Source: an optimization exercise on an open RTL-to-GDS flow (aim: small area, a short achievable clock period and few clock cycles per item). Production flows keep margins and buffers that such runs may drop. Only simulation tests tie the RTL to the original design; equivalence was not proved.

==> flow/design.v (outline; a module is shown in full before it is edited, if it fits) <==
// module conv_fa: 10 lines
// module conv_ha: 9 lines
// module conv_stage: 4064 lines
module conv_stage (
  input  logic         clk,
  input  logic         rst,
  input  logic         in_valid,
  output logic         in_ready,
  input  logic [399:0] act,
  input  logic [399:0] kernel,
  output logic         out_valid,
  input  logic         out_ready,
  output logic [14:0]  conv_sum
);
  // ...
==> flow/flow/run.sh <==
#!/bin/bash
# Own layout flow: the standard synthesis and ORFS steps, with the port
# buffers made from the smallest buffer (buf_1) instead of the delay buffer
# that buffer_ports picks by default. Each step's full output goes to a log
# file of its own in this folder.
set -euo pipefail
ARGS=("BUFFER_PORTS_ARGS=-buffer_cell sky130_fd_sc_hd__buf_1")
if [[ -f flow/extra.mk.args ]]; then
  while IFS= read -r line; do [[ -n "$line" ]] && ARGS+=("$line"); done < flow/extra.mk.args
fi
bash standard.sh synth > synth.log 2>&1
for step in floorplan place cts route finish; do
  bash standard.sh "${ARGS[@]}" $step > $step.log 2>&1
done
test -f out/final.def
==> flow/standard.sh <==
#!/bin/bash
# synth_recipe.tcl (not shown) runs the flow's synth.tcl, then flattens the netlist and writes it again
# the make line also repeats each setting of config.mk as NAME=value (left out here)
make -C /OpenROAD-flow-scripts/flow DESIGN_CONFIG=/design/flow/config.mk WORK_HOME=/design/flow/orfs CLKGATE_MAP_FILE= SYNTH_SCRIPT=/design/flow/synth_recipe.tcl "${@:-finish}"
==> flow/config.mk <==
export PLATFORM = sky130hd
export DESIGN_NAME = conv_stage
export DESIGN_NICKNAME = conv_stage
export VERILOG_FILES = /design/flow/design.v
export SDC_FILE = /design/flow/constraint.sdc
export NUM_CORES = 4
export LEC_CHECK = 0
export CAP_MARGIN = 20
export CORE_MARGIN = 2
export CORE_UTILIZATION = 55
export SLEW_MARGIN = 20
export SYNTH_HIERARCHICAL = 1
export SYNTH_MINIMUM_KEEP_SIZE = 0
==> flow/constraint.sdc <==
create_clock -name core_clock -period 13.0 [get_ports {clk}]
set_input_delay 2.6000 -clock core_clock [delete_from_list [all_inputs] [get_ports {clk}]]
set_output_delay 2.6000 -clock core_clock [all_outputs]
set_load 0.01 [all_outputs]
==> impl_metrics.py, run 1 <==
metrics = {
    "status": {
        "outcome": "complete, no violations",
    },
    "logic_synthesis": {
        "synthAdderAreaFrac_pct": 61.89,
        "synth_most_common_cell": "nand2_1",
        "async_reset_ff_share_pct": 0,
        "synth_top_flop_cell": "dfxtp_1",
        "syn-instance-count": 3998,
    },
    "routing": {
        "highest_layer": "met5",
        "drc": 0,
        "wl_met3_mm": 16.22,
        "routed_wl_mm": 188.6,
        "dr.pass1.iters": 7,
    },
    "floorplanning": {
        "die_w_um": 310.1,
        "tap_cells": 1254,
    },
    "critical_path": {
        "path_buf_inv": 0,
        "crit_top_cell": "fa_1",
        "critPathKind": "register to register",
        "worstSetupEndpointType": "register",
        "worstRegToRegCells": 7,
        "worstReg2RegStart": "n2745_q$_DFF_P_",
    },
    "global_route": {
        "grt_usage_pct": 40.89,
        "busiest_layer": "met2",
    },
    "finish": {
        "clkbuf_count": 85,
        "sh_seq_area_pct": 21.44,
    },
    "cts": {
        "insertion_delay_ns": 0.62,
        "cts_buffer_depth": 3,
        "post_cts_buffers": 0,
    },
    "placed_design": {
        "hpwl_mm": 172.3,
    },
}
Testbench counts, summed over its fixed seeds: cycles 4,120, items 4,096.
==> run 2: changes to the inputs <==
--- a/flow/design.v
+++ b/flow/design.v
@@ -4067,32 +4067,27 @@
     if (rst) begin
       wr        <= '0;
       rd        <= '0;
       mc        <= '0;
       out_valid <= 1'b0;
     end else begin
       if (push) wr <= (wr == 2'(M-1)) ? '0 : wr + 1'b1;
       if (take) rd <= (rd == 2'(M-1)) ? '0 : rd + 1'b1;
-      if (push & ~take)      mc <= {mc[1:0], 1'b1};
-      else if (~push & take) mc <= {1'b0, mc[2:1]};
+      mc <= push ? (take ? mc : {mc[1:0], 1'b1}) : (take ? {1'b0, mc[2:1]} : mc);
       if (load) out_valid <= avail;
     end
   end
   logic [14:0] head_next;
   assign head_next = mc[0] ? mem[rd] : res;
   always_ff @(posedge clk) begin
     if (load) conv_sum <= head_next;
   end
   logic [D-1:0] oc, oc_n;
-  always_comb begin
-    oc_n = oc;
-    if (acc & ~pop)      oc_n = {oc[2:0], 1'b1};
-    else if (~acc & pop) oc_n = {1'b0, oc[3:1]};
-  end
+  assign oc_n = acc ? (pop ? oc : {oc[2:0], 1'b1}) : (pop ? {1'b0, oc[3:1]} : oc);
   always_ff @(posedge clk) begin
     if (rst) begin
       oc       <= '0;
       in_ready <= 1'b1;
     end else begin
       oc       <= oc_n;
       in_ready <= ~oc_n[D-1];
     end
==> flow/config.mk (replaced) <==
export PLATFORM = sky130hd
export DESIGN_NAME = conv_stage
export DESIGN_NICKNAME = conv_stage
export VERILOG_FILES = /design/flow/design.v
export SDC_FILE = /design/flow/constraint.sdc
export NUM_CORES = 4
export LEC_CHECK = 0
export CAP_MARGIN = 20
export CORE_MARGIN = 2
export CORE_UTILIZATION = 70
export SLEW_MARGIN = 20
export SYNTH_HIERARCHICAL = 1
export SYNTH_MINIMUM_KEEP_SIZE = 0
==> impl_metrics.py, run 2 <==
metrics = {
    "timing": {
        "fin_crit_sh_pct": 34.48,
        "fmax_ghz": 0.2231,
        "drv_slew": 0,
        "tightest_slew_ns": 1.077,
        "skew_ns": 0.03379,
        "maxSlewHeadroom_pct": 28.13,
        "fin_crit_ns": 4.482,
        "finalSetupTns_ns": 0,
        "setup-violations-final": 0,
        "hold_viol": 0,
        "rsz0062_at_grt": "false",
    },
    "finish": {
        "syn2layout_area_growth_pct": 12.36,
        "seq_area_mm2": 0.01253,
        "multi_input_area_mm2": 0.03884,
        "instances_no_fill": 5887,
        "max_flop_register": "mem",
        "largest_reg_flops": 45,
        "reg.largest.list": "mem (45), conv_sum (15), oc (4)",
        "nets": 7272,
        "drive_gt1_share_pct": 2.298,
        "layout_common_cells": "1626 x nand2_1, 1578 x fa_1, 820 x buf_1",
        "fillCellCount": 4358,
        "final_common_cell": "nand2_1",
    },
    "global_route": {
        "grt_start_max_net_pins": 38,
        "grt_usage_pct": 54.06,
        "grt.overflow.total": 0,
        "grt_pass1_vias": 41516,
        "antenna_found_initial": 28,
        "grt_pass1_wl_mm": 277.6,
    },
    "placed_design": {
        "hpwl_mm": 166.6,
        "dp.cells": 5766,
        "io_buffers": 820,
        "globalplace.congestion": 1.107,
    },
    "floorplanning": {
        "core_mm2": 0.07296,
        "ios": 821,
        "die_w_um": 275.3,
        "start_util_pct": 70.62,
        "die_y_um": 275.3,
        "row_count": 99,
        "dieArea_mm2": 0.07579,
    },
    "logic_synthesis": {
        "synth_edf_count": 60,
        "ys.warnings.count": 7,
        "synth.cell_area_mm2": 0.05152,
        "synth_top_flop_cell": "dfxtp_1",
        "synth_most_common_cell": "nand2_1",
        "yosys_register_bits": 596,
        "synth.avg_cell_area_um2": 12.90,
        "synth_cell_types": 42,
        "async_reset_ff_share_pct": 0,
        "synthTopCellsByArea": "fa_1 61%, dfxtp_1 21%, nand2_1 12%",
        "synth_top_area_share_pct": 61.31,
        "synth_fp_nets": 6398,
        "syn-instance-count": 3994,
        "synth_seq_area_share_pct": 24.32,
        "synth.top_cells.by_count": "1626 x nand2_1, 1578 x fa_1, 536 x dfxtp_1",
        "synth_area_leader_cell": "fa_1",
    },
    "cts": {
        "cts_sinks": 596,
        "insertion_delay_ns": 0.66,
        "clk_pin_slew_ns": 0.07,
        "root_buffer": "clkbuf_16",
        "cts_tree": "built",
        "ctsResizeCount": 0,
        "cts_buffer_depth": 3,
        "cts_htree_levels": 2,
        "numCtsBuffers": 59,
        "post_cts_buffers": 0,
        "cts_hold_buf": 0,
    },
    "critical_path": {
        "crit_top_cell": "fa_1",
        "crit_chain": "fa_1 > fa_1 > fa_1 > fa_1 > fa_1 > fa_1 > fa_1",
        "worstSetupEndpointType": "register",
        "cp_max_fo": 1,
        "crit_slowest_cell": "fa_1",
        "critPathKind": "register to register",
        "crit_path_start_kind": "register",
        "worstPathRequired_ns": 13.53,
        "critical_path.max_stage_delay_ns": 1.02,
        "worstPathArrival_ns": 5.01,
    },
    "status": {
        "outcome": "complete, no violations",
    },
    "routing": {
        "wl_per_cell_um": 33.33,
        "drt_iter0_drc": 5487,
        "drtAntennaViolNets": 0,
        "routed_wl_mm": 196.2,
        "via_per_inst": 6.558,
        "vias": 38605,
        "dr.pass1.iters": 8,
        "drc": 0,
    },
    "hold_path": {
        "min_path_type": "register to register",
    },
    "run": {
        "maxCapViolCount": 0,
    },
}
run 2: cell count changes in the layout (fill, tap and decap cells not counted), moves of 4 or more:
cell,before,now
clkinv_2,10,14
clkinvlp_4,5,1
clkbuf_16,68,61
nor2_1,23,17
diode_2,7,11
run 2: kinds of logic after synthesis:
| kind of cell | after synthesis | share of synthesized area, % |
|---|---|---|
| DFF | 596 | 24.32 |
| muxes | 16 | 0.3132 |
| adders and majority gates | 1600 | 61.85 |
| buffers and inverters | 39 | 0.3036 |
| AOI/OAI and AO/OA | 69 | 0.8330 |
| and+or+nand+nor | 1669 | 12.30 |
| xor gates and xnor gates | 5 | 0.08501 |
run 2: through the flow:
stage	utilization (%)	hold WS (ns)	setup slack, ns	instance area [um2]
final	79.35	0.4647	8.518	57890
after global routing	79.35	0.4695	8.531	57890
after CTS	79.31	0.4662	8.700	57870
after detailed placement	76.46	0.4543	8.191	55790
after global placement	76.46	0.4255	8.166	55790
after floorplan	-	0.4138	8.738	51520
run 2: worst paths after layout:
kind | start | to | slack (ns) | cells after the start
max | n2794_q$_DFF_P_ | n4493_q$_DFF_P_ | 8.52 | 7
max reg2reg | n2794_q$_DFF_P_ | n4493_q$_DFF_P_ | 8.52 | 7
min | pv[0]$_SDFF_PP0_ | pv[1]$_SDFF_PP0_ | 0.46 | 1
min reg2reg | pv[0]$_SDFF_PP0_ | pv[1]$_SDFF_PP0_ | 0.46 | 1
run 2: metal layers:
layer | global-route usage (%) | vias up | share of wire, %
li1 | - | 14008 | -
met1 | 66.34 | 19261 | 30
met2 | 77.80 | 4154 | 44
met3 | 19.97 | 1158 | 15
met4 | 43.97 | 24 | 11
met5 | 0.6266 | - | 0.079
run 2: Yosys stat by module, one instance, submodules excluded:
module / cells inside / area [um2] / copies in the design / flops+latches
conv_fa: 1 / 20.02 / 1577 / 0
conv_stage: 2409 / 19850 / 1 / 596
conv_ha: 1 / 12.51 / 8 / 0
run 2: final cells by class:
cell class / count / area share (%)
well taps: 959 / 2.073
inverters: 28 / 0.1815
repair buffers: 824 / 5.368
diodes: 11 / 0.04755
clock inverters: 31 / 0.6505
multi-input cells: 3359 / 67.09
clock buffers: 79 / 2.944
flip-flops and latches: 596 / 21.65
run 2: worst max-delay path: cells and delay by family, from the launching register on:
family,cells,cell delay [ns]
fa+ha+maj,7,4.02
flops,1,0.35
Testbench counts of run 2, summed over its fixed seeds: cycles 4,120, items 4,096.
==> run 3: changes to the inputs <==
==> flow/flow/extra.mk.args (new file) <==
CTS_ARGS=-sink_clustering_enable -repair_clock_nets -dont_use_dummy_load -buf_list {sky130_fd_sc_hd__clkbuf_8 sky130_fd_sc_hd__clkbuf_16} -sink_clustering_size 16 -sink_clustering_max_diameter 50
--- a/flow/config.mk
+++ b/flow/config.mk
@@ -7,7 +7,7 @@
 export LEC_CHECK = 0
 export CAP_MARGIN = 20
 export CORE_MARGIN = 2
-export CORE_UTILIZATION = 70
+export CORE_UTILIZATION = 55
 export SLEW_MARGIN = 20
 export SYNTH_HIERARCHICAL = 1
 export SYNTH_MINIMUM_KEEP_SIZE = 0
==> impl_metrics.py, run 3 <==
metrics = {
    "placed_design": {
        "globalplace.congestion": 1.013,
        "hpwl_mm": 172.6,
        "placed_area_mm2": 0.05615,
        "io_buffers": 820,
    },
    "routing": {
        "drt_iter0_drc": 3608,
        "wl_per_cell_um": 30.78,
        "drc": 0,
        "via_per_inst": 5.726,
        "dr.pass1.iters": 8,
        "vias": 35135,
        "routed_wl_mm": 188.9,
        "drtAntennaViolNets": 0,
    },
    "critical_path": {
        "crit_slowest_cell": "fa_1",
        "worstPathArrival_ns": 4.71,
        "path_buf_inv": 1,
        "crit_path_start_kind": "input pin",
        "crit_chain": "buf_1 > nand2_1 > fa_1 > fa_1 > fa_1",
        "crit_top_cell": "fa_1",
        "worstSetupEndpointType": "register",
        "critPathKind": "input pin to register",
        "worstPathRequired_ns": 13.44,
        "critical_path.max_stage_delay_ns": 0.66,
        "cp_max_fo": 4,
        "cp_top_family": "adder cells",
    },
    "finish": {
        "fin_util_pct": 62.22,
        "design_area_mm2": 0.05789,
        "final_common_cell": "nand2_1",
        "largest_reg_flops": 45,
        "nets": 7281,
        "syn2layout_area_growth_pct": 12.36,
        "max_flop_register": "mem",
        "reg.largest.list": "mem (45), conv_sum (15), oc (4)",
        "layout_common_cells": "1626 x nand2_1, 1578 x fa_1, 820 x buf_1",
        "drive_gt1_share_pct": 1.621,
        "fillCellCount": 7702,
    },
    "cts": {
        "clk_pin_slew_ns": 0.07,
        "cts_hold_buf": 0,
        "numCtsBuffers": 69,
        "insertion_delay_ns": 0.61,
        "ctsResizeCount": 0,
        "cts_buffer_depth": 3,
        "cts_sinks": 596,
        "cts_htree_levels": 3,
        "root_buffer": "clkbuf_16",
        "cts_tree": "built",
        "post_cts_buffers": 0,
    },
    "floorplanning": {
        "die_w_um": 310.1,
        "start_util_pct": 55.37,
        "die_y_um": 310.1,
        "row_count": 112,
        "core_mm2": 0.09305,
        "dieArea_mm2": 0.09615,
        "ios": 821,
    },
    "global_route": {
        "grt.overflow.total": 0,
        "grt_pass1_wl_mm": 267.1,
        "grt_usage_pct": 40.77,
        "grt_start_max_net_pins": 38,
        "antenna_found_initial": 9,
        "grt_pass1_vias": 38387,
    },
    "timing": {
        "hold_viol": 0,
        "rsz0062_at_grt": "false",
        "maxSlewHeadroom_pct": 32.99,
        "fmax_ghz": 0.2343,
        "drv_slew": 0,
        "fin_crit_ns": 4.267,
        "finalSetupTns_ns": 0,
        "skew_ns": 0.07795,
        "setup-violations-final": 0,
        "fin_crit_sh_pct": 32.83,
        "tightest_slew_ns": 1.004,
        "whs_ns": 0.4444,
    },
    "logic_synthesis": {
        "synthTopCellsByArea": "fa_1 61%, dfxtp_1 21%, nand2_1 12%",
        "synth_top_area_share_pct": 61.31,
        "synth.top_cells.by_count": "1626 x nand2_1, 1578 x fa_1, 536 x dfxtp_1",
        "synth_seq_area_share_pct": 24.32,
        "synth_edf_count": 60,
        "synth_top_flop_cell": "dfxtp_1",
        "synth_most_common_cell": "nand2_1",
        "synth.avg_cell_area_um2": 12.90,
        "syn-instance-count": 3994,
        "async_reset_ff_share_pct": 0,
        "ys.warnings.count": 7,
        "yosys_register_bits": 596,
        "synth_fp_nets": 6398,
        "synth_area_leader_cell": "fa_1",
        "synth.cell_area_mm2": 0.05152,
        "synth_cell_types": 42,
    },
    "run": {
        "maxCapViolCount": 0,
    },
    "status": {
        "outcome": "complete, no violations",
    },
    "hold_path": {
        "min_path_type": "register to register",
    },
}
==> run 3: cell counts after synthesis <==
Identical to the previous run, type by type.
==> run 3: logic make-up (layout without fill, tap and decap cells) <==
group           after synthesis  in the layout  share of synthesized area, %
simple gates               1669           1669                         12.30
other cells                   0              7                             0
fa+ha+maj                  1600           1600                         61.85
xor+xnor                      5              5                       0.08501
mux                          16             16                        0.3132
buf+inv                      39            920                        0.3036
compound gates               69             69                        0.8330
flops                       596            596                         24.32
==> run 3: worst paths after layout <==
kind	from	endpoint	slack, ns	cells past startpoint
min reg2reg	pv[0]$_SDFF_PP0_	pv[1]$_SDFF_PP0_	0.44	1
min	pv[0]$_SDFF_PP0_	pv[1]$_SDFF_PP0_	0.44	1
max reg2reg	n3207_q$_DFF_P_	n4493_q$_DFF_P_	8.80	7
max	act[375]	n3789_q$_DFF_P_	8.73	5
==> run 3: Yosys stat by module (local to each module, per instance) <==
module | area (um2) | flip-flops and latches | cells
conv_stage | 19850 | 596 | 2409
conv_ha | 12.51 | 0 | 1
conv_fa | 20.02 | 0 | 1
==> run 3: through the flow <==
step | std cells | setup WS, ns
global placement | 6060 | 8.124
CTS | 6129 | 8.741
floorplan | 3994 | 8.738
finish | 6136 | 8.733
detailed placement | 6060 | 8.159
global route | 6133 | 8.712
==> run 3: worst reg2reg max path: cells and delay by family, from the launching register on <==
family     cells  cell delay, ns
fa+ha+maj      7            3.74
flops          1            0.37
==> run 3: layout make-up <==
cell class,count,area (um2),area share [%]
Multi-Input combinational cell,3359,38840,67.09
Clock buffer,69,1727,2.982
Inverter,28,105.1,0.1815
Timing Repair Buffer,823,3100,5.355
Antenna cell,7,17.52,0.03026
Tap cell,1254,1569,2.710
Sequential cell,596,12530,21.65
==> run 3: routing by layer <==
layer	share of wire, %	global-route usage, %	routed length, um	vias up
li1	-	-	-	13951
met1	38	56.54	72580	18785
met2	48	65.84	91430	2070
met3	8.9	7.233	16830	325
met4	4.2	14.31	8024	4
met5	0.011	0	21	-
==> run 4: changes to the inputs <==
==> flow/flow/extra.mk.args (replaced) <==
CTS_ARGS=-sink_clustering_enable -repair_clock_nets -dont_use_dummy_load -buf_list {sky130_fd_sc_hd__clkbuf_8 sky130_fd_sc_hd__clkbuf_16} -sink_clustering_size 16 -sink_clustering_max_diameter 50
SETUP_SLACK_MARGIN=8.85
==> impl_metrics.py, run 4 <==
metrics = {
    "logic_synthesis": {
        "synth.avg_cell_area_um2": 12.90,
        "synth_top_flop_cell": "dfxtp_1",
        "async_reset_ff_share_pct": 0,
        "synthTopCellsByArea": "fa_1 61%, dfxtp_1 21%, nand2_1 12%",
        "synth_most_common_cell": "nand2_1",
        "synth.cell_area_mm2": 0.05152,
        "syn-instance-count": 3994,
        "synth_edf_count": 60,
        "synth_area_leader_cell": "fa_1",
        "synth_fp_nets": 6398,
        "ys.warnings.count": 7,
        "yosys_register_bits": 596,
        "synth_cell_types": 42,
        "synth.top_cells.by_count": "1626 x nand2_1, 1578 x fa_1, 536 x dfxtp_1",
        "synth_seq_area_share_pct": 24.32,
        "synth_top_area_share_pct": 61.31,
    },
    "timing": {
        "hold_viol": 0,
        "finalSetupTns_ns": 0,
        "fmax_ghz": 0.2397,
        "skew_ns": 0.06437,
        "maxSlewHeadroom_pct": 34.30,
        "fin_crit_sh_pct": 32.09,
        "fin_crit_ns": 4.172,
        "tightest_slew_ns": 0.9841,
        "setup-violations-final": 0,
        "drv_slew": 0,
        "rsz0062_at_grt": "true",
    },
    "critical_path": {
        "crit_slowest_cell": "fa_1",
        "crit_path_start_kind": "input pin",
        "worstSetupEndpointType": "register",
        "crit_start": "kernel[88]",
        "critical_path.max_stage_delay_ns": 0.59,
        "cp_max_fo": 4,
        "worstReg2RegStart": "n3534_q$_DFF_P_",
        "crit_top_cell": "fa_2",
        "crit_chain": "buf_1 > nand2_1 > fa_2 > fa_2 > fa_1",
        "worstRegToRegCells": 7,
        "worstPathArrival_ns": 4.63,
        "r2r-end": "n4717_q$_DFF_P_",
        "rrSetupSlack_ns": 8.87,
        "critPathKind": "input pin to register",
        "worstPathRequired_ns": 13.46,
    },
    "global_route": {
        "grt_start_max_net_pins": 38,
        "grt_pass1_wl_mm": 267.8,
        "antenna_found_initial": 2,
        "grt_pass1_vias": 38450,
        "grt.overflow.total": 0,
        "grt_usage_pct": 40.88,
    },
    "hold_path": {
        "hold_depth": 1,
        "min_path_type": "register to register",
        "hp-start": "pv[0]$_SDFF_PP0_",
        "hold_end": "pv[1]$_SDFF_PP0_",
    },
    "cts": {
        "insertion_delay_ns": 0.63,
        "post_cts_buffers": 0,
        "clk_pin_slew_ns": 0.07,
        "root_buffer": "clkbuf_16",
        "cts_buffer_depth": 3,
        "cts_sinks": 596,
        "cts_htree_levels": 3,
        "cts_tree": "built",
        "numCtsBuffers": 71,
    },
    "floorplanning": {
        "core_mm2": 0.09305,
        "start_util_pct": 55.37,
        "die_y_um": 310.1,
        "dieArea_mm2": 0.09615,
        "die_w_um": 310.1,
        "row_count": 112,
        "ios": 821,
    },
    "finish": {
        "largest_reg_flops": 45,
        "instances_no_fill": 6132,
        "reg.largest.list": "mem (45), conv_sum (15), oc (4)",
        "syn2layout_area_growth_pct": 18.19,
        "drive_gt1_share_pct": 18.81,
        "layout_common_cells": "1343 x nand2_1, 1166 x fa_1, 702 x buf_1",
        "max_flop_register": "mem",
        "nets": 7282,
        "final_common_cell": "nand2_1",
    },
    "routing": {
        "drc": 0,
        "drtAntennaViolNets": 0,
        "vias": 34715,
        "wl_met3_mm": 15.62,
        "dr.pass1.iters": 5,
        "drt-met1-wl_mm": 70.91,
        "wl_per_cell_um": 30.60,
        "routed-wl-met2_mm": 91.91,
        "drt_iter0_drc": 3507,
        "routed_wl_mm": 187.7,
        "highest_layer": "met5",
        "via_per_inst": 5.661,
    },
    "status": {
        "outcome": "complete, no violations",
    },
    "placed_design": {
        "io_buffers": 820,
        "globalplace.congestion": 1.028,
        "hpwl_mm": 172.0,
        "dp.cells": 6059,
    },
    "run": {
        "maxCapViolCount": 0,
    },
}
[run 4: final cells by class]
cell class,instances,area (um2)
multi-input combinational,3359,41640
fill,7350,32150
sequential,596,12560
timing repair buffer,822,3241
clock buffer,71,1777
tap,1254,1569
inverter,28,105.1
antenna,2,5.005
[run 4: cells by family (layout without fill, tap and decap cells)]
| group | count (synthesis) | count (layout) | synth area share (%) |
|---|---|---|---|
| DFF | 596 | 596 | 24.32 |
| xor gates and xnor gates | 5 | 5 | 0.08501 |
| muxes | 16 | 16 | 0.3132 |
| AOI/OAI and AO/OA | 69 | 69 | 0.8330 |
| adders and majority gates | 1600 | 1600 | 61.85 |
| other | 0 | 2 | 0 |
| buffers and inverters | 39 | 921 | 0.3036 |
| and+or+nand+nor | 1669 | 1669 | 12.30 |
[run 4: modules after synthesis (local to each module, per instance)]
module      cell area (um2)  copies in the design  flops+latches
conv_fa               20.02                  1577              0
conv_ha               12.51                     8              0
conv_stage            19850                     1            596
[run 4: critical path, delay by kind of cell]
kind          cells  cell delay (ns)
simple gates      1             0.15
fa+ha+maj         3             1.63
buf+inv           1             0.24
[run 4: per-layer routing]
metal  GRT usage (%)  up-vias
met5               0        -
met4           16.35        2
met3           7.731      392
met2           66.81     1941
met1           54.74    18402
li1                -    13978
[run 4: worst max path at each step]
stage / cells after the start / to / slack [ns]
floorplan: 4 / n1691_q$_DFF_P_ / 8.74
global placement: 5 / n1915_q$_DFF_P_ / 8.06
detailed placement: 5 / n1915_q$_DFF_P_ / 8.07
CTS: 5 / n3787_q$_DFF_P_ / 8.85
global route: 5 / n2291_q$_DFF_P_ / 8.83
finish: 5 / n1915_q$_DFF_P_ / 8.83
[run 4: stage by stage]
stage	utilization [%]	hold WS (ns)	setup WS, ns	cell area, um2
2_1_floorplan	-	0.4138	8.743	54160
3_3_place_gp	63.18	0.4271	8.061	58780
3_5_place_dp	63.18	0.4395	8.070	58780
4_1_cts	65.16	0.4450	8.851	60630
5_1_grt	65.44	0.4640	8.830	60890
6_report	65.45	0.4463	8.828	60900
[run 4: what timing repair did]
action                                  in CTS  in global routing
endpoints found under the setup margin      25                 87
resized for setup                           44                159
hold buffers                                 0                  0
pin swaps                                    2                 28
==> run 5: changes to the inputs <==
==> flow/flow/extra.mk.args (replaced) <==
CTS_ARGS=-sink_clustering_enable -repair_clock_nets -dont_use_dummy_load -buf_list {sky130_fd_sc_hd__clkbuf_8 sky130_fd_sc_hd__clkbuf_16} -sink_clustering_size 16 -sink_clustering_max_diameter 50
--- a/flow/config.mk
+++ b/flow/config.mk
@@ -8,6 +8,7 @@
 export CAP_MARGIN = 20
 export CORE_MARGIN = 2
 export CORE_UTILIZATION = 55
+export PLACE_DENSITY = 0.72
 export SLEW_MARGIN = 20
 export SYNTH_HIERARCHICAL = 1
 export SYNTH_MINIMUM_KEEP_SIZE = 0
==> impl_metrics.py, run 5 <==
metrics = {
    "global_route": {
        "grt.overflow.total": 0,
        "grt_pass1_vias": 39058,
        "grt_start_max_net_pins": 38,
        "grt_pass1_wl_mm": 273.1,
        "antenna_found_initial": 4,
        "grt_usage_pct": 41.80,
    },
    "logic_synthesis": {
        "syn-instance-count": 3994,
        "synth_area_leader_cell": "fa_1",
        "synthTopCellsByArea": "fa_1 61%, dfxtp_1 21%, nand2_1 12%",
        "synth_top_area_share_pct": 61.31,
        "synth.top_cells.by_count": "1626 x nand2_1, 1578 x fa_1, 536 x dfxtp_1",
        "synth_fp_nets": 6398,
        "synth_seq_area_share_pct": 24.32,
        "async_reset_ff_share_pct": 0,
        "synth_edf_count": 60,
        "yosys_register_bits": 596,
        "synth_cell_types": 42,
        "ys.warnings.count": 7,
        "synth_top_flop_cell": "dfxtp_1",
        "synth.cell_area_mm2": 0.05152,
        "synth_most_common_cell": "nand2_1",
        "synth.avg_cell_area_um2": 12.90,
    },
    "floorplanning": {
        "row_count": 112,
        "start_util_pct": 55.37,
        "ios": 821,
        "core_mm2": 0.09305,
        "die_y_um": 310.1,
        "dieArea_mm2": 0.09615,
        "die_w_um": 310.1,
    },
    "critical_path": {
        "worstSetupEndpointType": "register",
        "worstReg2RegStart": "n3208_q$_DFF_P_",
        "crit_start": "n3208_q$_DFF_P_",
        "worstPathRequired_ns": 13.50,
        "crit_path_start_kind": "register",
        "cp_max_fo": 1,
        "critPathKind": "register to register",
        "worstPathArrival_ns": 4.87,
    },
    "timing": {
        "finalSetupTns_ns": 0,
        "fin_crit_ns": 4.368,
        "skew_ns": 0.08892,
        "rsz0062_at_grt": "false",
        "tightest_slew_ns": 0.9709,
        "maxSlewHeadroom_pct": 35.18,
        "setup-violations-final": 0,
        "drv_slew": 0,
        "fin_crit_sh_pct": 33.60,
        "hold_viol": 0,
        "fmax_ghz": 0.2289,
    },
    "placed_design": {
        "globalplace.congestion": 1.080,
        "hpwl_mm": 176.6,
        "placed_area_mm2": 0.05615,
        "io_buffers": 820,
    },
    "finish": {
        "drive_gt1_share_pct": 1.621,
        "largest_reg_flops": 45,
        "multi_input_area_mm2": 0.03884,
        "seq_area_mm2": 0.01253,
        "reg.largest.list": "mem (45), conv_sum (15), oc (4)",
        "final_common_cell": "nand2_1",
        "layout_common_cells": "1626 x nand2_1, 1578 x fa_1, 820 x buf_1",
        "syn2layout_area_growth_pct": 12.34,
        "max_flop_register": "mem",
        "design_area_mm2": 0.05788,
        "nets": 7281,
        "fillCellCount": 7690,
        "fin_util_pct": 62.21,
    },
    "cts": {
        "root_buffer": "clkbuf_16",
        "cts_buffer_depth": 3,
        "clk_pin_slew_ns": 0.07,
        "numCtsBuffers": 69,
        "ctsResizeCount": 0,
        "cts_hold_buf": 0,
        "cts_sinks": 596,
        "cts_tree": "built",
        "cts_htree_levels": 3,
        "post_cts_buffers": 0,
        "insertion_delay_ns": 0.63,
    },
    "routing": {
        "drc": 0,
        "vias": 35612,
        "drtAntennaViolNets": 0,
        "dr.pass1.iters": 6,
        "wl_per_cell_um": 31.61,
        "routed_wl_mm": 193.8,
        "drt_iter0_drc": 3940,
        "via_per_inst": 5.808,
    },
    "status": {
        "outcome": "complete, no violations",
    },
    "run": {
        "maxCapViolCount": 0,
    },
    "hold_path": {
        "hp-start": "pv[0]$_SDFF_PP0_",
        "min_path_type": "register to register",
    },
}
run 5: cell types whose count changed in the layout (fill, tap and decap cells not counted), sizes merged:
| cell | previous run | this run |
|---|---|---|
| diode | 2 | 3 |
| clkbuf | 160 | 69 |
| buf | 733 | 823 |
run 5: worst max-delay path, stage by stage (launching register included):
cell and delay (ns):
dfxtp_1 0.35, fa_1 0.84, fa_1 0.50, fa_1 0.60, fa_1 0.50, fa_1 0.43
fa_1 0.59, fa_1 0.43
run 5: final cells by class:
type                       instances  area share [%]
timing repair buffer             823           5.356
multi-input combinational       3359           67.11
clock buffer                      69           2.983
inverter                          28          0.1816
antenna                            3         0.01297
sequential                       596           21.65
tap                             1254           2.711
run 5: cell families after synthesis:
family | share of synthesized area [%]
compound gates | 0.8330
xor+xnor | 0.08501
fa+ha+maj | 61.85
buf+inv | 0.3036
flops | 24.32
mux | 0.3132
simple gates | 12.30
run 5: Yosys stat by module (local to each module, per instance):
module / cells inside / flops+latches / times used / area, um2
conv_stage: 2409 / 596 / 1 / 19850
conv_fa: 1 / 0 / 1577 / 20.02
conv_ha: 1 / 0 / 8 / 12.51
run 5: layer usage:
metal  part of all wire (%)  global-route usage, %
met4                    5.0                  17.32
met5                 0.0067                      0
met1                     37                  56.47
met2                     48                  67.04
met3                    9.5                  8.575
run 5: metrics by stage:
| step | hold slack (ns) | worst slack, ns | std cells |
|---|---|---|---|
| final | 0.4684 | 8.632 | 6132 |
| after global routing | 0.4646 | 8.587 | 6130 |
| after CTS | 0.4637 | 8.694 | 6129 |
| after detailed placement | 0.4684 | 8.147 | 6060 |
| after global placement | 0.4594 | 8.131 | 6060 |
| after floorplan | 0.4138 | 8.738 | 3994 |
run 5: worst paths after layout:
kind,to,slack (ns),depth (start not counted)
max,n4493_q$_DFF_P_,8.63,7
min,pv[1]$_SDFF_PP0_,0.47,1
max reg2reg,n4493_q$_DFF_P_,8.63,7
min reg2reg,pv[1]$_SDFF_PP0_,0.47,1
==> run 6: changes to the inputs <==
==> flow/flow/run.sh (replaced) <==
#!/bin/bash
# Own layout flow: the standard synthesis and the standard ORFS steps,
# with the port buffers made from the smallest buffer (buf_1) instead of the
# delay buffer that buffer_ports picks by default. Extra make arguments, one
# per line, come from flow/extra.mk.args (every step) and
# flow/extra.<step>.args (that step only). Each step's full output goes to a
# log file of its own in this folder.
set -euo pipefail
read_args() {
  local f=$1
  if [[ -f $f ]]; then
    while IFS= read -r line; do [[ -n "$line" ]] && ARGS+=("$line"); done < "$f"
  fi
  return 0
}
bash standard.sh synth > synth.log 2>&1
for step in floorplan place cts route finish; do
  ARGS=("BUFFER_PORTS_ARGS=-buffer_cell sky130_fd_sc_hd__buf_1")
  read_args flow/extra.mk.args
  read_args flow/extra.$step.args
  bash standard.sh "${ARGS[@]}" $step > $step.log 2>&1
done
test -f out/final.def
==> flow/flow/extra.cts.args (new file) <==
SETUP_SLACK_MARGIN=9.25
==> flow/flow/extra.route.args (new file) <==
SETUP_SLACK_MARGIN=9.25
--- a/flow/config.mk
+++ b/flow/config.mk
@@ -8,7 +8,6 @@
 export CAP_MARGIN = 20
 export CORE_MARGIN = 2
 export CORE_UTILIZATION = 55
-export PLACE_DENSITY = 0.72
 export SLEW_MARGIN = 20
 export SYNTH_HIERARCHICAL = 1
 export SYNTH_MINIMUM_KEEP_SIZE = 0
==> impl_metrics.py, run 6 <==
metrics = {
    "finish": {
        "layout_common_cells": "1011 x fa_2, 694 x nand2_2, 567 x fa_1",
        "nets": 7304,
        "reg.largest.list": "mem (45), conv_sum (15), oc (4)",
        "drive_gt1_share_pct": 64.09,
        "largest_reg_flops": 45,
        "max_flop_register": "mem",
        "final_common_cell": "fa_2",
        "syn2layout_area_growth_pct": 41.91,
        "design_area_mm2": 0.07312,
    },
    "logic_synthesis": {
        "synth_top_flop_cell": "dfxtp_1",
        "synth_edf_count": 60,
        "synth_area_leader_cell": "fa_1",
        "syn-instance-count": 3994,
        "synth_seq_area_share_pct": 24.32,
        "async_reset_ff_share_pct": 0,
        "synth_cell_types": 42,
        "yosys_register_bits": 596,
        "synth_fp_nets": 6398,
        "synth.cell_area_mm2": 0.05152,
        "synth.avg_cell_area_um2": 12.90,
        "synth_top_area_share_pct": 61.31,
        "synth_most_common_cell": "nand2_1",
        "ys.warnings.count": 7,
        "synth.top_cells.by_count": "1626 x nand2_1, 1578 x fa_1, 536 x dfxtp_1",
        "synthTopCellsByArea": "fa_1 61%, dfxtp_1 21%, nand2_1 12%",
    },
    "routing": {
        "drc": 0,
        "drtAntennaViolNets": 0,
        "vias": 37327,
        "via_per_inst": 6.064,
        "wl_per_cell_um": 34.02,
        "routed_wl_mm": 209.4,
        "drt_iter0_drc": 3911,
        "dr.pass1.iters": 6,
    },
    "placed_design": {
        "globalplace.congestion": 1.013,
        "placed_area_mm2": 0.05615,
        "hpwl_mm": 172.6,
        "io_buffers": 820,
    },
    "critical_path": {
        "crit_top_cell": "fa_2",
        "path_buf_inv": 1,
        "cp_max_fo": 4,
        "critical_path.max_stage_delay_ns": 0.70,
        "crit_slowest_cell": "fa_2",
        "crit_chain": "buf_6 > nand2_2 > fa_2 > fa_2 > fa_2",
        "crit_path_start_kind": "input pin",
        "worstSetupEndpointType": "register",
        "critPathKind": "input pin to register",
        "worstPathArrival_ns": 4.48,
        "worstPathRequired_ns": 13.47,
        "cp_top_family": "adder cells",
    },
    "global_route": {
        "grt_pass1_vias": 40514,
        "antenna_found_initial": 10,
        "grt_start_max_net_pins": 38,
        "grt.overflow.total": 0,
        "grt_usage_pct": 42.37,
        "grt_pass1_wl_mm": 279.4,
    },
    "cts": {
        "cts_tree": "built",
        "insertion_delay_ns": 0.62,
        "cts_htree_levels": 3,
        "root_buffer": "clkbuf_16",
        "numCtsBuffers": 69,
        "cts_buffer_depth": 3,
        "cts_sinks": 596,
        "clk_pin_slew_ns": 0.07,
    },
    "timing": {
        "fin_crit_ns": 4.014,
        "skew_ns": 0.07541,
        "finalSetupTns_ns": 0,
        "drv_slew": 0,
        "setup-violations-final": 0,
        "maxSlewHeadroom_pct": 32.98,
        "tightest_slew_ns": 1.004,
        "fmax_ghz": 0.2491,
        "hold_viol": 0,
        "rsz0062_at_grt": "true",
        "fin_crit_sh_pct": 30.88,
    },
    "floorplanning": {
        "row_count": 112,
        "ios": 821,
        "core_mm2": 0.09305,
        "die_w_um": 310.1,
        "die_y_um": 310.1,
        "dieArea_mm2": 0.09615,
        "start_util_pct": 55.37,
    },
    "status": {
        "outcome": "complete, no violations",
    },
    "run": {
        "maxCapViolCount": 0,
    },
    "hold_path": {
        "min_path_type": "register to register",
    },
}
run 6: cell counts after synthesis:
Identical to the previous run, type by type.
run 6: repair_timing:
action,in CTS,in global routing
setup buffers,10,12
resized for setup,4139,1276
hold buffers,0,0
gates cloned,0,1
pin swaps,1080,749
endpoints found under the setup margin,507,313
run 6: stage by stage:
step / util, % / setup WS [ns] / std cells / hold WS (ns)
floorplan: - / 8.738 / 3994 / 0.4138
global placement: 60.34 / 8.124 / 6060 / 0.4243
detailed placement: 60.34 / 8.159 / 6060 / 0.4483
CTS: 73.75 / 8.999 / 6139 / 0.4512
global route: 78.58 / 8.955 / 6154 / 0.4674
finish: 78.58 / 8.986 / 6156 / 0.4585
run 6: final timing paths:
kind / startpoint / endpoint / slack, ns / depth (start not counted)
min: pv[0]$_SDFF_PP0_ / pv[1]$_SDFF_PP0_ / 0.46 / 1
min reg2reg: pv[0]$_SDFF_PP0_ / pv[1]$_SDFF_PP0_ / 0.46 / 1
max: kernel[92] / n1691_q$_DFF_P_ / 8.99 / 5
max reg2reg: n3208_q$_DFF_P_ / n4493_q$_DFF_P_ / 8.99 / 7
run 6: metal layers:
layer,track usage (%),vias up,share of wire [%]
met5,0,-,0.021
met4,17.69,6,6.7
met3,7.887,795,9.6
met2,69.20,2720,48
met1,56.59,19751,35
li1,-,14055,-
run 6: per-module statistics from Yosys, one instance, submodules excluded:
module | cells | cell area [um2]
conv_fa | 1 | 20.02
conv_ha | 1 | 12.51
conv_stage | 2409 | 19850
run 6: cell families (layout without fill, tap and decap cells):
family / after synthesis / after routing / synth area share (%)
AOI/OAI and AO/OA: 69 / 69 / 0.8330
buffers and inverters: 39 / 943 / 0.3036
xor gates and xnor gates: 5 / 5 / 0.08501
muxes: 16 / 16 / 0.3132
adders and majority gates: 1600 / 1600 / 61.85
and+or+nand+nor: 1669 / 1669 / 12.30
DFF: 596 / 596 / 24.32
other: 0 / 4 / 0
run 6: final cells by class:
| type | instances | area (um2) |
|---|---|---|
| Multi-Input combinational cell | 3359 | 46200 |
| Fill cell | 5202 | 19930 |
| Sequential cell | 596 | 12690 |
| Timing Repair Buffer | 845 | 10810 |
| Clock buffer | 69 | 1727 |
| Tap cell | 1254 | 1569 |
| Inverter | 28 | 108.9 |
| Antenna cell | 4 | 10.01 |
| Timing Repair inverter | 1 | 5.005 |
==> run 7: changes to the inputs <==
==> flow/flow/extra.cts.args (replaced) <==
SETUP_SLACK_MARGIN=9.1
==> flow/flow/extra.route.args (replaced) <==
SETUP_SLACK_MARGIN=9.1
==> impl_metrics.py, run 7 <==
metrics = {
    "cts": {
        "cts_hold_buf": 0,
        "clk_pin_slew_ns": 0.07,
        "insertion_delay_ns": 0.61,
        "cts_htree_levels": 3,
        "numCtsBuffers": 69,
        "cts_buffer_depth": 3,
        "cts_sinks": 596,
        "cts_tree": "built",
        "root_buffer": "clkbuf_16",
    },
    "run": {
        "maxCapViolCount": 0,
    },
    "critical_path": {
        "worstPathArrival_ns": 4.54,
        "cp_max_fo": 3,
        "r2r-end": "n4493_q$_DFF_P_",
        "crit_path_start_kind": "input pin",
        "worstReg2RegStart": "n3210_q$_DFF_P_",
        "rrSetupSlack_ns": 8.99,
        "worstRegToRegCells": 7,
        "critPathKind": "input pin to register",
        "worstSetupEndpointType": "register",
        "worstPathRequired_ns": 13.52,
    },
    "finish": {
        "design_area_mm2": 0.06494,
        "syn2layout_area_growth_pct": 26.04,
        "max_flop_register": "mem",
        "drive_gt1_share_pct": 41.70,
        "reg.largest.list": "mem (45), conv_sum (15), oc (4)",
        "instances_no_fill": 6139,
        "final_common_cell": "fa_1",
        "fillCellCount": 6790,
        "multi_input_area_mm2": 0.04202,
        "layout_common_cells": "1128 x fa_1, 1006 x nand2_1, 520 x nand2_2",
        "fin_util_pct": 69.79,
        "seq_area_mm2": 0.01266,
        "largest_reg_flops": 45,
        "nets": 7288,
    },
    "routing": {
        "vias": 35443,
        "wl_per_cell_um": 31.48,
        "wl_met3_mm": 17.12,
        "drc": 0,
        "dr.pass1.iters": 5,
        "drt_iter0_drc": 3491,
        "routed-wl-met2_mm": 94.57,
        "via_per_inst": 5.773,
        "drt-met1-wl_mm": 72.83,
        "drtAntennaViolNets": 0,
        "highest_layer": "met5",
        "routed_wl_mm": 193.3,
    },
    "timing": {
        "setup-violations-final": 0,
        "skew_ns": 0.07530,
        "fin_crit_ns": 4.020,
        "rsz0062_at_grt": "true",
        "maxSlewHeadroom_pct": 32.25,
        "tightest_slew_ns": 1.015,
        "drv_slew": 0,
        "fmax_ghz": 0.2487,
        "finalSetupTns_ns": 0,
        "hold_viol": 0,
        "fin_crit_sh_pct": 30.92,
    },
    "placed_design": {
        "io_buffers": 820,
        "dp.cells": 6060,
        "placed_area_mm2": 0.05615,
        "globalplace.congestion": 1.013,
        "hpwl_mm": 172.6,
    },
    "logic_synthesis": {
        "synth_fp_nets": 6398,
        "synth_area_leader_cell": "fa_1",
        "synth_most_common_cell": "nand2_1",
        "synth_cell_types": 42,
        "async_reset_ff_share_pct": 0,
        "yosys_register_bits": 596,
        "synth_top_area_share_pct": 61.31,
        "syn-instance-count": 3994,
        "synth.cell_area_mm2": 0.05152,
        "ys.warnings.count": 7,
        "synth_top_flop_cell": "dfxtp_1",
        "synth_seq_area_share_pct": 24.32,
        "synth_edf_count": 60,
        "synth.top_cells.by_count": "1626 x nand2_1, 1578 x fa_1, 536 x dfxtp_1",
        "synthTopCellsByArea": "fa_1 61%, dfxtp_1 21%, nand2_1 12%",
        "synth.avg_cell_area_um2": 12.90,
    },
    "hold_path": {
        "hold_depth": 1,
        "hold_end": "pv[1]$_SDFF_PP0_",
        "min_path_type": "register to register",
        "hp-start": "pv[0]$_SDFF_PP0_",
    },
    "floorplanning": {
        "row_count": 112,
        "start_util_pct": 55.37,
        "dieArea_mm2": 0.09615,
        "ios": 821,
        "core_mm2": 0.09305,
        "die_w_um": 310.1,
        "die_y_um": 310.1,
    },
    "global_route": {
        "grt.overflow.total": 0,
        "grt_pass1_vias": 38908,
        "grt_usage_pct": 41.02,
        "antenna_found_initial": 8,
        "grt_pass1_wl_mm": 268.6,
        "grt_start_max_net_pins": 38,
    },
    "status": {
        "outcome": "complete, no violations",
    },
}
-- run 7: routing by layer --
metal | vias to the layer above | track usage (%)
met5 | - | 0
met4 | 4 | 14.23
met3 | 403 | 7.744
met2 | 2098 | 66.99
met1 | 18947 | 55.95
li1 | 13991 | -
-- run 7: worst max-delay path: stages --
cell	delay [ns]
buf_8	0.09
nand2_4	0.04
fa_2	0.63
fa_2	0.53
fa_2	0.64
-- run 7: stage by stage --
step                      setup slack [ns]  hold WS [ns]
after global placement               8.124        0.4243
after CTS                            8.999        0.4512
final                                8.980        0.4448
after floorplan                      8.738        0.4138
after global routing                 8.953        0.4715
after detailed placement             8.159        0.4483
-- run 7: layout make-up --
cell class              instances  share of cell area [%]
repair inverters                1                0.007707
inverters                      28                  0.1676
clock buffers                  69                   2.659
well taps                    1254                   2.416
repair buffers                829                   10.53
flip-flops and latches        596                   19.50
multi-input cells            3359                   64.71
diodes                          3                 0.01156
-- run 7: cell families (layout without fill, tap and decap cells) --
| logic type | after synthesis | after routing | synth area share, % |
|---|---|---|---|
| adder cells (fa/ha/maj) | 1600 | 1600 | 61.85 |
| AND/OR/NAND/NOR | 1669 | 1669 | 12.30 |
| flip-flops | 596 | 596 | 24.32 |
| XOR/XNOR | 5 | 5 | 0.08501 |
| multiplexers | 16 | 16 | 0.3132 |
| buffers and inverters | 39 | 927 | 0.3036 |
| AO/OA/AOI/OAI | 69 | 69 | 0.8330 |
| other | 0 | 3 | 0 |
-- run 7: modules after synthesis, one instance, submodules excluded --
module / cell area [um2] / flops+latches / copies in the design / cells inside
conv_fa: 20.02 / 0 / 1577 / 1
conv_ha: 12.51 / 0 / 8 / 1
conv_stage: 19850 / 596 / 1 / 2409
-- run 7: timing repair --
item	in CTS	in global routing
resized for setup	1726	1293
buffers inserted	3	3
pin swaps	473	622
setup endpoints to repair	404	196
cloned	0	1
-- run 7: worst max path at each step --
stage | from | end | slack [ns] | cells past startpoint
finish | act[379] | n3789_q$_DFF_P_ | 8.98 | 5
CTS | act[379] | n3789_q$_DFF_P_ | 9.00 | 5
floorplan | act[8] | n1691_q$_DFF_P_ | 8.74 | 4
detailed placement | act[375] | n3789_q$_DFF_P_ | 8.16 | 5
global placement | kernel[351] | n3789_q$_DFF_P_ | 8.12 | 5
global route | n2294_q$_DFF_P_ | n4171_q$_DFF_P_ | 8.95 | 7
==> run 8: changes to the inputs <==
==> flow/flow/extra.route.args (replaced) <==
SETUP_SLACK_MARGIN=9.0
removed: flow/flow/extra.cts.args
==> impl_metrics.py, run 8 <==
metrics = {
    "finish": {
        "fin_util_pct": 64.04,
        "nets": 7281,
        "reg.largest.list": "mem (45), conv_sum (15), oc (4)",
        "syn2layout_area_growth_pct": 15.65,
        "fillCellCount": 7540,
        "drive_gt1_share_pct": 22.03,
        "layout_common_cells": "1576 x nand2_1, 1325 x fa_1, 605 x clkbuf_2",
        "final_common_cell": "nand2_1",
        "max_flop_register": "mem",
        "largest_reg_flops": 45,
    },
    "timing": {
        "tightest_slew_ns": 0.9947,
        "maxSlewHeadroom_pct": 33.59,
        "skew_ns": 0.07743,
        "fin_crit_sh_pct": 31.43,
        "hold_viol": 0,
        "rsz0062_at_grt": "true",
        "whs_ns": 0.4444,
        "fin_crit_ns": 4.086,
        "fmax_ghz": 0.2447,
        "fin_ws_ns": 8.914,
        "drv_slew": 0,
        "finalSetupTns_ns": 0,
        "setup-violations-final": 0,
    },
    "global_route": {
        "grt_start_max_net_pins": 38,
        "antenna_found_initial": 11,
        "grt.overflow.total": 0,
        "grt_usage_pct": 40.77,
        "grt_pass1_wl_mm": 267.1,
        "grt_pass1_vias": 38387,
    },
    "routing": {
        "routed-wl-met2_mm": 91.80,
        "routed_wl_mm": 189.5,
        "vias": 34948,
        "via_per_inst": 5.696,
        "drt_iter0_drc": 3582,
        "highest_layer": "met5",
        "drt-met1-wl_mm": 72.48,
        "drc": 0,
        "drtAntennaViolNets": 0,
        "wl_per_cell_um": 30.88,
        "wl_met3_mm": 16.95,
        "dr.pass1.iters": 6,
    },
    "floorplanning": {
        "core_mm2": 0.09305,
        "row_count": 112,
        "die_y_um": 310.1,
        "dieArea_mm2": 0.09615,
        "ios": 821,
        "start_util_pct": 55.37,
        "die_w_um": 310.1,
    },
    "critical_path": {
        "crit_path_start_kind": "input pin",
        "cp_max_fo": 4,
        "critical_path.max_stage_delay_ns": 0.66,
        "crit_slowest_cell": "fa_2",
        "crit_chain": "buf_1 > nand2_1 > fa_1 > fa_2 > fa_2",
        "worstPathRequired_ns": 13.47,
        "worstPathArrival_ns": 4.56,
        "crit_start": "kernel[48]",
        "crit_top_cell": "fa_2",
        "worstSetupEndpointType": "register",
        "worstRegToRegCells": 7,
        "critPathKind": "input pin to register",
        "worstReg2RegStart": "n2726_q$_DFF_P_",
    },
    "logic_synthesis": {
        "synth.avg_cell_area_um2": 12.90,
        "synth_mux_area_share_pct": 0.3133,
        "syn-instance-count": 3994,
        "synth_most_common_cell": "nand2_1",
        "synth_top_flop_cell": "dfxtp_1",
        "synth.top_cells.by_count": "1626 x nand2_1, 1578 x fa_1, 536 x dfxtp_1",
        "async_reset_ff_share_pct": 0,
        "synthTopCellsByArea": "fa_1 61%, dfxtp_1 21%, nand2_1 12%",
        "synth_seq_area_share_pct": 24.32,
        "synth_fp_nets": 6398,
        "synthAdderAreaFrac_pct": 61.85,
        "ys.warnings.count": 7,
        "synth-simple-area-share_pct": 12.30,
        "synth_compound_area_share_pct": 0.8329,
        "synth_area_leader_cell": "fa_1",
        "synth.cell_area_mm2": 0.05152,
        "synth_top_family_by_area": "adder cells",
        "yosys_register_bits": 596,
        "synth_top_area_share_pct": 61.31,
        "synth_edf_count": 60,
        "synthXorXnorAreaFrac_pct": 0.08499,
        "synth_cell_types": 42,
    },
    "cts": {
        "post_cts_buffers": 0,
        "insertion_delay_ns": 0.61,
        "numCtsBuffers": 69,
        "cts_tree": "built",
        "clk_pin_slew_ns": 0.07,
        "cts_hold_buf": 0,
        "cts_sinks": 596,
        "root_buffer": "clkbuf_16",
        "cts_buffer_depth": 3,
        "cts_htree_levels": 3,
    },
    "placed_design": {
        "io_buffers": 820,
        "hpwl_mm": 172.6,
        "place_ws_ns": 8.159,
        "globalplace.congestion": 1.013,
    },
    "hold_path": {
        "min_path_type": "register to register",
        "hp-start": "pv[0]$_SDFF_PP0_",
        "hold_depth": 1,
    },
    "run": {
        "maxCapViolCount": 0,
    },
    "status": {
        "outcome": "complete, no violations",
    },
}
## run 8: changes by cell type in the layout (fill, tap and decap cells not counted), sizes merged
cell / delta
clkinvlp: -2
inv: +1
clkbuf: +590
diode: +3
buf: -596
## run 8: cell type report
cell class,instances,area [um2],share of cell area (%)
multi-input cells,3359,39600,66.46
flip-flops and latches,596,12600,21.15
repair buffers,823,3970,6.662
clock buffers,69,1727,2.898
well taps,1254,1569,2.633
inverters,28,105.1,0.1764
diodes,6,15.01,0.02520
## run 8: critical path, delay by kind of cell
kind / cells / cell delay [ns]
adders and majority gates: 3 / 1.67
buffers and inverters: 1 / 0.18
and+or+nand+nor: 1 / 0.11
## run 8: logic make-up (layout without fill, tap and decap cells)
| group | Yosys count | in the layout |
|---|---|---|
| other | 0 | 6 |
| adder cells (fa/ha/maj) | 1600 | 1600 |
| AO/OA/AOI/OAI | 69 | 69 |
| buffers and inverters | 39 | 920 |
| XOR/XNOR | 5 | 5 |
| flip-flops | 596 | 596 |
| AND/OR/NAND/NOR | 1669 | 1669 |
| multiplexers | 16 | 16 |
## run 8: path summary, 6_finish.rpt
check	to	slack, ns
worst max-delay path	n1691_q$_DFF_P_	8.91
worst min-delay path	pv[1]$_SDFF_PP0_	0.44
worst max register to register	n4493_q$_DFF_P_	8.96
worst min register to register	pv[1]$_SDFF_PP0_	0.44
## run 8: Yosys stat by module (local to each module, per instance)
| module | flip-flops and latches | cells | area, um2 |
|---|---|---|---|
| conv_ha | 0 | 1 | 12.51 |
| conv_stage | 596 | 2409 | 19850 |
| conv_fa | 0 | 1 | 20.02 |
## run 8: per-stage QoR
step / cell area (um2) / instances
floorplan: 51520 / 3994
global placement: 56150 / 6060
detailed placement: 56150 / 6060
CTS: 57880 / 6129
global route: 59590 / 6134
finish: 59590 / 6135
## run 8: per-layer routing
layer  GRT usage (%)  vias up
li1                -    13956
met3           7.233      357
met1           56.54    18664
met5               0        -
met2           65.84     1967
met4           14.31        4
## run 8: repair_timing
action	4_1_cts	5_1_grt
setup endpoints to repair	0	317
hold endpoints to repair	0	0
gates resized for setup	0	1065
==> run 9: changes to the inputs <==
==> flow/flow/extra.cts.args (new file) <==
SETUP_SLACK_MARGIN=9.0
==> impl_metrics.py, run 9 <==
metrics = {
    "critical_path": {
        "crit_path_start_kind": "input pin",
        "worstPathArrival_ns": 4.49,
        "cp_max_fo": 4,
        "worstPathRequired_ns": 13.45,
        "critPathKind": "input pin to register",
        "worstSetupEndpointType": "register",
    },
    "global_route": {
        "antenna_found_initial": 12,
        "grt_pass1_vias": 38565,
        "grt.overflow.total": 0,
        "grt_pass1_wl_mm": 268.0,
        "grt_usage_pct": 40.83,
        "grt_start_max_net_pins": 38,
    },
    "logic_synthesis": {
        "synth_top_flop_cell": "dfxtp_1",
        "synth_seq_area_share_pct": 24.32,
        "synth_top_family_by_area": "adder cells",
        "synth_area_leader_cell": "fa_1",
        "synth.avg_cell_area_um2": 12.90,
        "synth.cell_area_mm2": 0.05152,
        "synth_edf_count": 60,
        "synth_fp_nets": 6398,
        "async_reset_ff_share_pct": 0,
        "synth_cell_types": 42,
        "synth_compound_area_share_pct": 0.8329,
        "ys.warnings.count": 7,
        "synthXorXnorAreaFrac_pct": 0.08499,
        "synth_top_area_share_pct": 61.31,
        "synthAdderAreaFrac_pct": 61.85,
        "yosys_register_bits": 596,
        "synthTopCellsByArea": "fa_1 61%, dfxtp_1 21%, nand2_1 12%",
        "synth-simple-area-share_pct": 12.30,
        "synth_most_common_cell": "nand2_1",
        "synth_mux_area_share_pct": 0.3133,
        "syn-instance-count": 3994,
        "synth.top_cells.by_count": "1626 x nand2_1, 1578 x fa_1, 536 x dfxtp_1",
    },
    "floorplanning": {
        "die_w_um": 310.1,
        "start_util_pct": 55.37,
        "die_y_um": 310.1,
        "row_count": 112,
        "dieArea_mm2": 0.09615,
        "core_mm2": 0.09305,
        "ios": 821,
    },
    "timing": {
        "maxSlewHeadroom_pct": 33.29,
        "drv_slew": 0,
        "finalSetupTns_ns": 0,
        "whs_ns": 0.4446,
        "tightest_slew_ns": 0.9994,
        "skew_ns": 0.07288,
        "fmax_ghz": 0.2479,
        "fin_crit_ns": 4.034,
        "setup-violations-final": 0,
        "fin_crit_sh_pct": 31.03,
        "fin_ws_ns": 8.966,
        "rsz0062_at_grt": "true",
        "hold_viol": 0,
    },
    "routing": {
        "wl_per_cell_um": 30.88,
        "drc": 0,
        "drt_iter0_drc": 3610,
        "via_per_inst": 5.765,
        "vias": 35381,
        "drtAntennaViolNets": 0,
        "routed_wl_mm": 189.5,
        "dr.pass1.iters": 6,
    },
    "placed_design": {
        "io_buffers": 820,
        "globalplace.congestion": 1.013,
        "placed_area_mm2": 0.05615,
        "place_ws_ns": 8.159,
        "hpwl_mm": 172.6,
    },
    "finish": {
        "reg.largest.list": "mem (45), conv_sum (15), oc (4)",
        "final_common_cell": "nand2_1",
        "nets": 7281,
        "fin_util_pct": 64.25,
        "syn2layout_area_growth_pct": 16.03,
        "design_area_mm2": 0.05978,
        "max_flop_register": "mem",
        "drive_gt1_share_pct": 22.81,
        "layout_common_cells": "1565 x nand2_1, 1325 x fa_1, 485 x dfxtp_1",
        "largest_reg_flops": 45,
    },
    "hold_path": {
        "min_path_type": "register to register",
    },
    "cts": {
        "cts_tree": "built",
        "cts_buffer_depth": 3,
        "cts_htree_levels": 3,
        "cts_hold_buf": 0,
        "cts_sinks": 596,
        "numCtsBuffers": 69,
        "insertion_delay_ns": 0.61,
        "root_buffer": "clkbuf_16",
        "clk_pin_slew_ns": 0.07,
    },
    "status": {
        "outcome": "complete, no violations",
    },
    "run": {
        "maxCapViolCount": 0,
    },
}
[run 9: cell counts after synthesis]
Identical to the previous run, type by type.
[run 9: cell type report]
class | count | area (um2)
sequential | 596 | 12600
fill | 7494 | 33260
inverter | 28 | 105.1
multi-input combinational | 3359 | 39660
timing repair buffer | 823 | 4104
clock buffer | 69 | 1727
tap | 1254 | 1569
antenna | 8 | 20.02
[run 9: path summary, 6_finish.rpt]
check,startpoint,to,slack (ns),cells past startpoint
max,kernel[351],n3789_q$_DFF_P_,8.97,5
min,pv[0]$_SDFF_PP0_,pv[1]$_SDFF_PP0_,0.44,1
max reg2reg,n3586_q$_DFF_P_,n4717_q$_DFF_P_,8.98,7
min reg2reg,pv[0]$_SDFF_PP0_,pv[1]$_SDFF_PP0_,0.44,1
[run 9: critical path, cell delays in order]
cell     delay [ns]
buf_2          0.13
nand2_1        0.08
fa_1           0.49
fa_2           0.68
fa_2           0.49
[run 9: per-module statistics from Yosys, one instance, submodules excluded]
module,cell area [um2],times used,flip-flops and latches,cells inside
conv_fa,20.02,1577,0,1
conv_stage,19850,1,596,2409
conv_ha,12.51,8,0,1
[run 9: metrics by stage]
| stage | cells |
|---|---|
| after floorplan | 3994 |
| after global placement | 6060 |
| after detailed placement | 6060 |
| after CTS | 6129 |
| after global routing | 6133 |
| final | 6137 |
[run 9: logic make-up (layout without fill, tap and decap cells)]
| kind of cell | Yosys count | after routing |
|---|---|---|
| buf+inv | 39 | 920 |
| xor+xnor | 5 | 5 |
| compound gates | 69 | 69 |
| simple gates | 1669 | 1669 |
| other cells | 0 | 8 |
| mux | 16 | 16 |
| flops | 596 | 596 |
| fa+ha+maj | 1600 | 1600 |
[run 9: what timing repair did]
item,CTS,global route
pin swaps,105,173
gates cloned,0,0
gates resized for setup,548,577
endpoints found under the hold margin,0,0
setup endpoints to repair,188,179
buffers inserted,0,0
[run 9: per-layer routing]
layer	global-route usage, %	wire [um]	vias to the layer above
met5	0	35	-
met4	14.12	8362	6
met3	7.322	16730	347
met2	66.29	91870	2091
met1	56.35	72500	18980
li1	-	-	13957

port drivers added, routing unchanged:
The flow's constraints put no driver on any port. The routed layouts listed below were extracted and timed again, unchanged, in two steps. Step 1 assumes that a clkbuf_16 drives the clock port and a buf_2 every other input. Step 2 adds t to the input delays and takes it off the output delays; t is the mean of the earliest and latest rising clock arrival at the registers after step 1. Input paths then give back, and output paths get back, about the clock's delay inside the block. Slacks: ideal ports / drivers / drivers and shift; pairs: ideal ports / drivers.
run | t (ns) | setup slack, ns | worst hold slack (ns) | cell pins on the clock port's net
run 1 | 0.680 | 8.755 / 8.755 / 8.135 | 0.434 / 0.434 / 0.434 | 1
run 2 | 0.722 | 8.518 / 8.518 / 8.048 | 0.465 / 0.465 / 0.465 | 1
run 3 | 0.644 | 8.733 / 8.766 / 8.122 | 0.444 / 0.444 / 0.444 | 1
run 4 | 0.672 | 8.828 / 8.871 / 8.207 | 0.446 / 0.446 / 0.446 | 1
run 5 | 0.659 | 8.632 / 8.632 / 8.094 | 0.468 / 0.468 / 0.468 | 1
run 6 | 0.651 | 8.986 / 8.944 / 8.293 | 0.459 / 0.459 / 0.459 | 1
run 7 | 0.655 | 8.980 / 8.985 / 8.335 | 0.445 / 0.445 / 0.445 | 1
run 8 | 0.648 | 8.914 / 8.951 / 8.303 | 0.444 / 0.444 / 0.444 | 1
run 9 | 0.652 | 8.966 / 8.978 / 8.333 | 0.445 / 0.445 / 0.445 | 1
After both steps every run listed still meets setup and hold. For run 6, which loses most, drivers alone change the setup slack by -0.042 ns; drivers and shift together by -0.693 ns.
